From an optimization exercise on the open Yosys and OpenROAD flow, aimed at small area; shortcuts taken in it are not production practice.
Function was checked by simulation only, so behaviour that the tests miss may differ from the original.
Power figures rest on the tool's default switching activity, not on a simulated workload.

--- design/flow/run.sh ---
#!/bin/bash
# synth_recipe.tcl (not shown) runs the flow's synth.tcl, then flattens the netlist and writes it again
# the make line also repeats each setting of config.mk as NAME=value (left out here)
make -C /OpenROAD-flow-scripts/flow DESIGN_CONFIG=/design/flow/config.mk WORK_HOME=/design/flow/orfs CLKGATE_MAP_FILE= SYNTH_SCRIPT=/design/flow/synth_recipe.tcl finish
--- design/flow/config.mk ---
export PLATFORM = sky130hd
export DESIGN_NAME = ap_ctrl_profiler
export DESIGN_NICKNAME = ap_ctrl_profiler
export VERILOG_FILES = /design/flow/design.v
export SDC_FILE = /design/flow/constraint.sdc
export NUM_CORES = 4
export LEC_CHECK = 0
export CAP_MARGIN = 20
export CORE_MARGIN = 2
export CORE_UTILIZATION = 40
export SLEW_MARGIN = 20
--- design/flow/constraint.sdc ---
create_clock -name core_clock -period 6.0 [get_ports {clock}]
set_input_delay 1.2000 -clock core_clock [delete_from_list [all_inputs] [get_ports {clock}]]
set_output_delay 1.2000 -clock core_clock [all_outputs]
set_load 0.01 [all_outputs]
--- design/flow/design.v ---
package ap_prof_pkg;
    typedef enum logic [2:0] {
        METRIC_TXN_IN   = 3'd0,
        METRIC_TXN_OUT  = 3'd1,
        METRIC_BUSY     = 3'd2,
        METRIC_STALL    = 3'd3,
        METRIC_MIN_LAT  = 3'd4,
        METRIC_MAX_LAT  = 3'd5,
        METRIC_LAST_LAT = 3'd6,
        METRIC_OCC      = 3'd7
    } metric_e;
    typedef enum logic [1:0] {
        CH_IDLE   = 2'd0,
        CH_ACTIVE = 2'd1,
        CH_FULL   = 2'd2
    } ch_state_e;
    function automatic logic [63:0] lat_sat(input logic [63:0] diff, input int unsigned lat_w);
        logic [63:0] lim;
        lim = (64'd1 << lat_w) - 64'd1;
        if (diff > lim) begin
            lat_sat = lim;
        end else begin
            lat_sat = diff;
        end
    endfunction
endpackage
module ap_prof_channel
#(
    parameter int CNT_W   = 32,
    parameter int LAT_W   = 16,
    parameter int MAX_OUT = 4
) (
    input  logic             clock,
    input  logic             reset,
    input  logic             clear,
    input  logic             frozen,
    input  logic [CNT_W-1:0] ts,
    input  logic             start,
    input  logic             ready,
    input  logic             done,
    input  logic             cont,
    input  logic [2:0]       rd_sel,
    output logic [CNT_W-1:0] rd_val,
    output logic             idle,
    output logic             err
);
    localparam int PTR_W = (MAX_OUT > 1) ? $clog2(MAX_OUT) : 1;
    localparam int OCC_W = $clog2(MAX_OUT + 1);
    localparam logic [CNT_W-1:0] CNT_MAX = {CNT_W{1'b1}};
    localparam logic [CNT_W-1:0] CNT_ONE = CNT_W'(1'b1);
    localparam logic [LAT_W-1:0] LAT_MAX = {LAT_W{1'b1}};
    logic [CNT_W-1:0] mem_r [MAX_OUT];
    logic [PTR_W-1:0] wr_ptr_r, rd_ptr_r;
    logic [OCC_W-1:0] occ_r;
    ap_prof_pkg::ch_state_e        state_r;
    logic [CNT_W-1:0] txn_in_r, txn_out_r, busy_r, stall_r;
    logic [LAT_W-1:0] min_lat_r, max_lat_r, last_lat_r;
    logic             err_r;
    logic             acc_s, cmp_s, empty_s, full_s;
    logic             pop_s, push_s, zero_s, acc_err_s, cmp_err_s;
    logic             acc_ok_s, cpl_ok_s;
    logic [CNT_W-1:0] diff_s;
    logic [LAT_W-1:0] lat_s;
    logic [OCC_W-1:0] occ_nxt_s;
    logic [PTR_W-1:0] wr_ptr_nxt_s, rd_ptr_nxt_s;
    ap_prof_pkg::ch_state_e        state_nxt_s;
    always_comb begin
        acc_s   = start & ready;
        cmp_s   = done & cont;
        empty_s = (occ_r == {OCC_W{1'b0}});
        full_s  = (occ_r == OCC_W'(MAX_OUT));
        pop_s   = cmp_s & ~empty_s;
        zero_s  = cmp_s & empty_s & acc_s;
        push_s    = acc_s & ~zero_s & (~full_s | pop_s);
        acc_err_s = acc_s & full_s & ~pop_s;
        cmp_err_s = cmp_s & empty_s & ~acc_s;
        acc_ok_s  = push_s | zero_s;
        cpl_ok_s  = pop_s | zero_s;
    end
    always_comb begin
        diff_s = ts - mem_r[rd_ptr_r];
        if (zero_s) begin
            lat_s = {LAT_W{1'b0}};
        end else begin
            lat_s = LAT_W'(ap_prof_pkg::lat_sat(64'(diff_s), LAT_W));
        end
    end
    always_comb begin
        wr_ptr_nxt_s = (wr_ptr_r == PTR_W'(MAX_OUT - 1)) ? {PTR_W{1'b0}} : wr_ptr_r + PTR_W'(1'b1);
        rd_ptr_nxt_s = (rd_ptr_r == PTR_W'(MAX_OUT - 1)) ? {PTR_W{1'b0}} : rd_ptr_r + PTR_W'(1'b1);
        case ({push_s, pop_s})
            2'b10:   occ_nxt_s = occ_r + OCC_W'(1'b1);
            2'b01:   occ_nxt_s = occ_r - OCC_W'(1'b1);
            default: occ_nxt_s = occ_r;
        endcase
        if (occ_nxt_s == {OCC_W{1'b0}}) begin
            state_nxt_s = ap_prof_pkg::CH_IDLE;
        end else if (occ_nxt_s == OCC_W'(MAX_OUT)) begin
            state_nxt_s = ap_prof_pkg::CH_FULL;
        end else begin
            state_nxt_s = ap_prof_pkg::CH_ACTIVE;
        end
    end
    always_ff @(posedge clock) begin
        if (reset || clear) begin
            for (int i = 0; i < MAX_OUT; i++) begin
                mem_r[i] <= {CNT_W{1'b0}};
            end
            wr_ptr_r   <= {PTR_W{1'b0}};
            rd_ptr_r   <= {PTR_W{1'b0}};
            occ_r      <= {OCC_W{1'b0}};
            state_r    <= ap_prof_pkg::CH_IDLE;
            txn_in_r   <= {CNT_W{1'b0}};
            txn_out_r  <= {CNT_W{1'b0}};
            busy_r     <= {CNT_W{1'b0}};
            stall_r    <= {CNT_W{1'b0}};
            min_lat_r  <= LAT_MAX;
            max_lat_r  <= {LAT_W{1'b0}};
            last_lat_r <= {LAT_W{1'b0}};
            err_r      <= 1'b0;
        end else if (!frozen) begin
            if (push_s) begin
                mem_r[wr_ptr_r] <= ts;
                wr_ptr_r        <= wr_ptr_nxt_s;
            end
            if (pop_s) begin
                rd_ptr_r <= rd_ptr_nxt_s;
            end
            occ_r   <= occ_nxt_s;
            state_r <= state_nxt_s;
            if (acc_ok_s && (txn_in_r != CNT_MAX)) begin
                txn_in_r <= txn_in_r + CNT_ONE;
            end
            if (cpl_ok_s) begin
                if (txn_out_r != CNT_MAX) begin
                    txn_out_r <= txn_out_r + CNT_ONE;
                end
                last_lat_r <= lat_s;
                if (lat_s > max_lat_r) begin
                    max_lat_r <= lat_s;
                end
                if (lat_s < min_lat_r) begin
                    min_lat_r <= lat_s;
                end
            end
            if (!empty_s && (busy_r != CNT_MAX)) begin
                busy_r <= busy_r + CNT_ONE;
            end
            if (done && !cont && (stall_r != CNT_MAX)) begin
                stall_r <= stall_r + CNT_ONE;
            end
            if (acc_err_s || cmp_err_s) begin
                err_r <= 1'b1;
            end
        end
    end
    always_comb begin
        case (rd_sel)
            ap_prof_pkg::METRIC_TXN_IN:   rd_val = txn_in_r;
            ap_prof_pkg::METRIC_TXN_OUT:  rd_val = txn_out_r;
            ap_prof_pkg::METRIC_BUSY:     rd_val = busy_r;
            ap_prof_pkg::METRIC_STALL:    rd_val = stall_r;
            ap_prof_pkg::METRIC_MIN_LAT:  rd_val = CNT_W'(min_lat_r);
            ap_prof_pkg::METRIC_MAX_LAT:  rd_val = CNT_W'(max_lat_r);
            ap_prof_pkg::METRIC_LAST_LAT: rd_val = CNT_W'(last_lat_r);
            ap_prof_pkg::METRIC_OCC:      rd_val = CNT_W'(occ_r);
            default:         rd_val = {CNT_W{1'b0}};
        endcase
    end
    assign idle = (state_r == ap_prof_pkg::CH_IDLE);
    assign err  = err_r;
endmodule
module ap_ctrl_profiler
#(
    parameter int NUM_CH  = 4,
    parameter int CNT_W   = 20,
    parameter int LAT_W   = 16,
    parameter int MAX_OUT = 4,
    localparam int CH_W   = (NUM_CH > 1) ? $clog2(NUM_CH) : 1
) (
    input  logic              clock,
    input  logic              reset,
    input  logic              finish,
    input  logic              clear,
    input  logic [NUM_CH-1:0] ch_start,
    input  logic [NUM_CH-1:0] ch_ready,
    input  logic [NUM_CH-1:0] ch_done,
    input  logic [NUM_CH-1:0] ch_continue,
    input  logic [CH_W-1:0]   rd_ch,
    input  logic [2:0]        rd_sel,
    output logic [CNT_W-1:0]  rd_data,
    output logic              rd_valid,
    output logic [NUM_CH-1:0] err,
    output logic              frozen,
    output logic              all_idle
);
    logic [CNT_W-1:0]  ts_r;
    logic              frozen_r;
    logic [CNT_W-1:0]  rd_data_r;
    logic              rd_valid_r;
    logic [CNT_W-1:0]  ch_val_s [NUM_CH];
    logic [NUM_CH-1:0] ch_idle_s;
    logic [NUM_CH-1:0] ch_err_s;
    logic [CNT_W-1:0]  sel_val_s;
    always_ff @(posedge clock) begin
        if (reset || clear) begin
            ts_r     <= {CNT_W{1'b0}};
            frozen_r <= 1'b0;
        end else begin
            if (!frozen_r) begin
                ts_r <= ts_r + CNT_W'(1'b1);
            end
            if (finish) begin
                frozen_r <= 1'b1;
            end
        end
    end
    genvar g;
    generate
        for (g = 0; g < NUM_CH; g++) begin : g_ch
            ap_prof_channel #(
                .CNT_W   (CNT_W),
                .LAT_W   (LAT_W),
                .MAX_OUT (MAX_OUT)
            ) u_ch (
                .clock  (clock),
                .reset  (reset),
                .clear  (clear),
                .frozen (frozen_r),
                .ts     (ts_r),
                .start  (ch_start[g]),
                .ready  (ch_ready[g]),
                .done   (ch_done[g]),
                .cont   (ch_continue[g]),
                .rd_sel (rd_sel),
                .rd_val (ch_val_s[g]),
                .idle   (ch_idle_s[g]),
                .err    (ch_err_s[g])
            );
        end
    endgenerate
    always_comb begin
        sel_val_s = {CNT_W{1'b0}};
        for (int i = 0; i < NUM_CH; i++) begin
            if (rd_ch == CH_W'(i)) begin
                sel_val_s = ch_val_s[i];
            end else begin
                sel_val_s = sel_val_s;
            end
        end
    end
    always_ff @(posedge clock) begin
        if (reset) begin
            rd_data_r  <= {CNT_W{1'b0}};
            rd_valid_r <= 1'b0;
        end else begin
            rd_data_r  <= sel_val_s;
            rd_valid_r <= 1'b1;
        end
    end
    assign rd_data  = rd_data_r;
    assign rd_valid = rd_valid_r;
    assign err      = ch_err_s;
    assign frozen   = frozen_r;
    assign all_idle = &ch_idle_s;
endmodule
==> results by group <==
STA
  – Fin crit period: 5.74 ns
  – Final Cycle Share: 95.6%
  – Fin worst setup slack: 0.263 ns
  – Max transition margin: 26.8%
  – Hold Slack: 0.449 ns
  – Setup violators final: 0
  – Hold violation count in the final report: 0
  – Least-Margin Pin Slew: 1.10 ns
  – Slew Viols, Final: 0
  – Fmax: 0.174 GHz
  – Skew final: 0.0321 ns

Job
  – Max cap viols: 0

Worst setup path
  – Critical Path AT: 6.32 ns
  – Crit. End Element: register
  – Crit path cell chain: buf_12 -> mux4_2 -> ha_1 -> inv_1 -> fa_1 -> a211oi_1 -> or3_1 -> a21o_1 -> a21oi_2 -> nor4_4 -> or2_2 -> nand4b_1 -> and2_1 -> ha_1 -> a21o_1 -> a21o_1 -> a21o_1 -> a21oi_1 -> o221ai_2 -> nor3_2 -> and4b_1 -> buf_6 -> nor3_1 -> a211o_1
  – Crit path buffers/inverters: 3
  – Critical path required time: 6.58 ns
  – Crit-path max cell delay: 0.51 ns
  – Worst setup SP type: register
  – Cell family with most CP delay: simple AND/OR/NAND/NOR gates
  – Cell mode on critical path: a21o_1
  – Slowest CP cell: mux4_2
  – CP max FO: 14
  – Kind of critical path: reg -> reg

Place
  – Post-detail-place hpwl: 112000 microns
  – Dpl cells: 7025
  – Port Buffers: 51
  – Place WS: -0.0177 ns
  – GPL Wtd Cong: 0.901

Logic synthesis
  – Avg Inst Size Synth: 9.32 sq um
  – Flops & latches, synth: 922
  – Most common cell in the netlist: nor2_1
  – Post-synth EDFFs: 320
  – Post-Syn Area: 0.0507 sq mm
  – Async S/R FF share, synth: 0%
  – Ranking of synthesized cells by area: dfxtp_1 (24%), edfxtp_1 (19%), ha_1 (5.8%)
  – Post-Syn Nets: 5713
  – Largest area contributor in the netlist: dfxtp_1
  – Yosys cell types: 91
  – Sequential share of the synthesized area: 42.7%
  – Ys flop type: dfxtp_1
  – Syn Inst Count: 5445
  – Synth top cells by count: nor2_1 (605), dfxtp_1 (602), nand2_1 (336), a21oi_1 (329), and2_1 (324)
  – Yosys top cell area share: 23.7%
  – Synthesis Warnings: 3

Floorplanning
  – Die Height: 360 microns
  – Core ar.: 0.126 sq mm
  – I/O pin count: 52
  – Die Wd: 360 microns
  – Rows: 130
  – Starting Density: 40.4%
  – DIE AREA: 0.130 sq mm

Layout
  – Area occupied by multi-input gates: 0.0270 sq mm
  – Nets: 5751
  – Non-Filler Instances: 7222
  – Area delta synth->final: 13.2%
  – Layout cells sized above 1: 10.3%
  – Area occupied by registers: 0.0217 sq mm
  – Fill count: 11.8k

Global route
  – Vias in the first global route: 38.5k
  – Total Routing Usage GR: 23.5%
  – GR Overflow Total: 0
  – First-pass GRT wire length: 238000 microns
  – Initial antenna violation count: 0
  – Largest net degree at the start of global routing: 102

Clock tree
  – Clock Tree Root: clkbuf_16
  – CTS tree: built
  – Cts bufs inserted: 103
  – Worst-path clk slew: 0.06 ns
  – Deepest clock path buffer count: 3
  – CTS Hold Bufs: 0
  – Clock Latency Late Sink: 0.70 ns
  – TritonCTS sink count: 922
  – Number of H-tree levels: 3

Route
  – Post-Route WL: 156000 microns
  – Via density: 5.69
  – Avg WL per Cell: 21.6 microns
  – DRT iter0 DRCs: 3899
  – Via Count: 41.1k
  – Final routed DRC violation total: 0
  – Drt pass-1 iters: 8
  – Post-route ant nets: 0

Power
  – Leakage: 21.5 nW
  – Pwr dens: 254 mW/mm^2
  – VDD IR max: 0.226 mV

Status
  – Status: finished clean

Hold path
  – Min-Delay Path Class: reg -> reg
## power breakdown
group	leakage, nW	internal, W	switching (W)	total (W)
registers	8.43	0.00658	0.0000664	0.00665
logic	11.3	0.000434	0.000828	0.00126
clock network	1.73	0.00395	0.00271	0.00666
total	21.5	0.0110	0.00361	0.0146
## cell type report
class | instances | share of cell area, %
repair buffers | 255 | 3.73
inverters | 276 | 1.80
multi-input cells | 3925 | 47.0
clock inverters | 54 | 1.08
diodes | 1 | 0.00436
flip-flops and latches | 922 | 37.7
well taps | 1650 | 3.59
clock buffers | 139 | 5.11
## registers in the layout (all words and copies together) (netlist names), named ones only
register and flops:
g_ch.u_ch.rd_ptr_r 8, g_ch.u_ch.max_lat_r 64, g_ch.u_ch.occ_r 12, rd_valid_r 1, g_ch.u_ch.stall_r 80, g_ch.u_ch.mem_r 320, g_ch.u_ch.last_lat_r 64, g_ch.u_ch.min_lat_r 64
g_ch.u_ch.wr_ptr_r 8, ts_r 20, g_ch.u_ch.txn_in_r 80, g_ch.u_ch.state_r 8, frozen_r 1, g_ch.u_ch.err_r 4, g_ch.u_ch.busy_r 80, g_ch.u_ch.txn_out_r 80
rd_data_r 20
## cell families (layout without fill, tap and decap cells)
logic type	Yosys count	in the layout	synth area share, %
buf+inv	598	724	4.59
other cells	0	1	0
compound gates	1118	1118	14.5
flops	922	922	42.7
simple gates	1987	1987	19.4
fa+ha+maj	243	243	6.11
mux	230	230	6.73
xor+xnor	347	347	6.00
## tightest hold or removal path, delay by kind of cell (launching register included)
| kind | cells | cell delay [ns] |
|---|---|---|
| compound gates | 1 | 0.05 |
| flops | 1 | 0.31 |
| simple gates | 1 | 0.05 |
## cell usage in the layout, fill, tap and decap left out, drive strengths merged, types with 137 or more instances in the layout
master,netlist,final
xor2,210,210
a21oi,330,330
buf,51,209
dfxtp,602,602
nor2,605,605
nand2,336,336
clkbuf,271,139
edfxtp,320,320
o21ai,227,227
ha,235,235
and2,325,325
nand3,205,205
inv,274,277
xnor2,137,137
## repair_timing
item	in CTS	in global routing
gates resized for setup	0	34
endpoints found under the setup margin	14	109
pin swaps	0	1
setup buffers	2	0
## routing by layer
layer | global-route usage [%] | part of all wire [%] | up-vias
met4 | 8.28 | 3.5 | 0
met3 | 2.85 | 6.4 | 255
li1 | - | - | 19600
met1 | 33.8 | 46 | 19900
met5 | 0 | 0 | -
met2 | 36.1 | 44 | 1405
## worst paths after layout
check,end,depth (start not counted),startpoint,slack (ns)
worst max register to register,g_ch[3].u_ch.min_lat_r[9]$_SDFFE_PP1P_,24,register,0.26
worst min-delay path,g_ch[2].u_ch.last_lat_r[13]$_SDFFE_PP0P_,2,g_ch[2].u_ch.last_lat_r[13]$_SDFFE_PP0P_,0.45
worst max-delay path,g_ch[3].u_ch.min_lat_r[9]$_SDFFE_PP1P_,24,register,0.26
worst min register to register,g_ch[2].u_ch.last_lat_r[13]$_SDFFE_PP0P_,2,g_ch[2].u_ch.last_lat_r[13]$_SDFFE_PP0P_,0.45
## through the flow
stage | utilization [%] | area [sq um] | power (W) | TNS [ns]
2_1_floorplan | - | 50800 | 0.00754 | 0
3_3_place_gp | 42.7 | 53700 | 0.00800 | 0
3_5_place_dp | 42.7 | 53700 | 0.00801 | -0.0246
4_1_cts | 45.6 | 57300 | 0.0146 | 0
5_1_grt | 45.7 | 57500 | 0.0150 | -0.0531
6_report | 45.7 | 57500 | 0.0146 | 0

## port drivers added, routing unchanged
In the flow no input, the clock included, has a driving cell. The finished layout below was timed again as built, in two steps. Step 1 (the two cells are an assumption about what drives the block):
set clk [get_ports {clock}]
set_driving_cell -lib_cell sky130_fd_sc_hd__clkbuf_16 $clk
set_driving_cell -lib_cell sky130_fd_sc_hd__buf_2 [delete_from_list [all_inputs] $clk]
Step 2 moves the port delays by t, midway between the first and last clock arrival at a register: inputs arrive t later, outputs are due t later. That takes back most of the time a late clock gives input paths. Slacks: ideal / step 1 / step 2; pairs: ideal / step 1.
shift t [ns]: 0.762
setup WS [ns]: 0.263 / 0.263 / 0.263
worst setup path at the end: register to register
After both steps setup and hold are still met in this run. For this run, drivers alone change the setup slack by 0.000 ns; drivers and shift together by 0.000 ns.
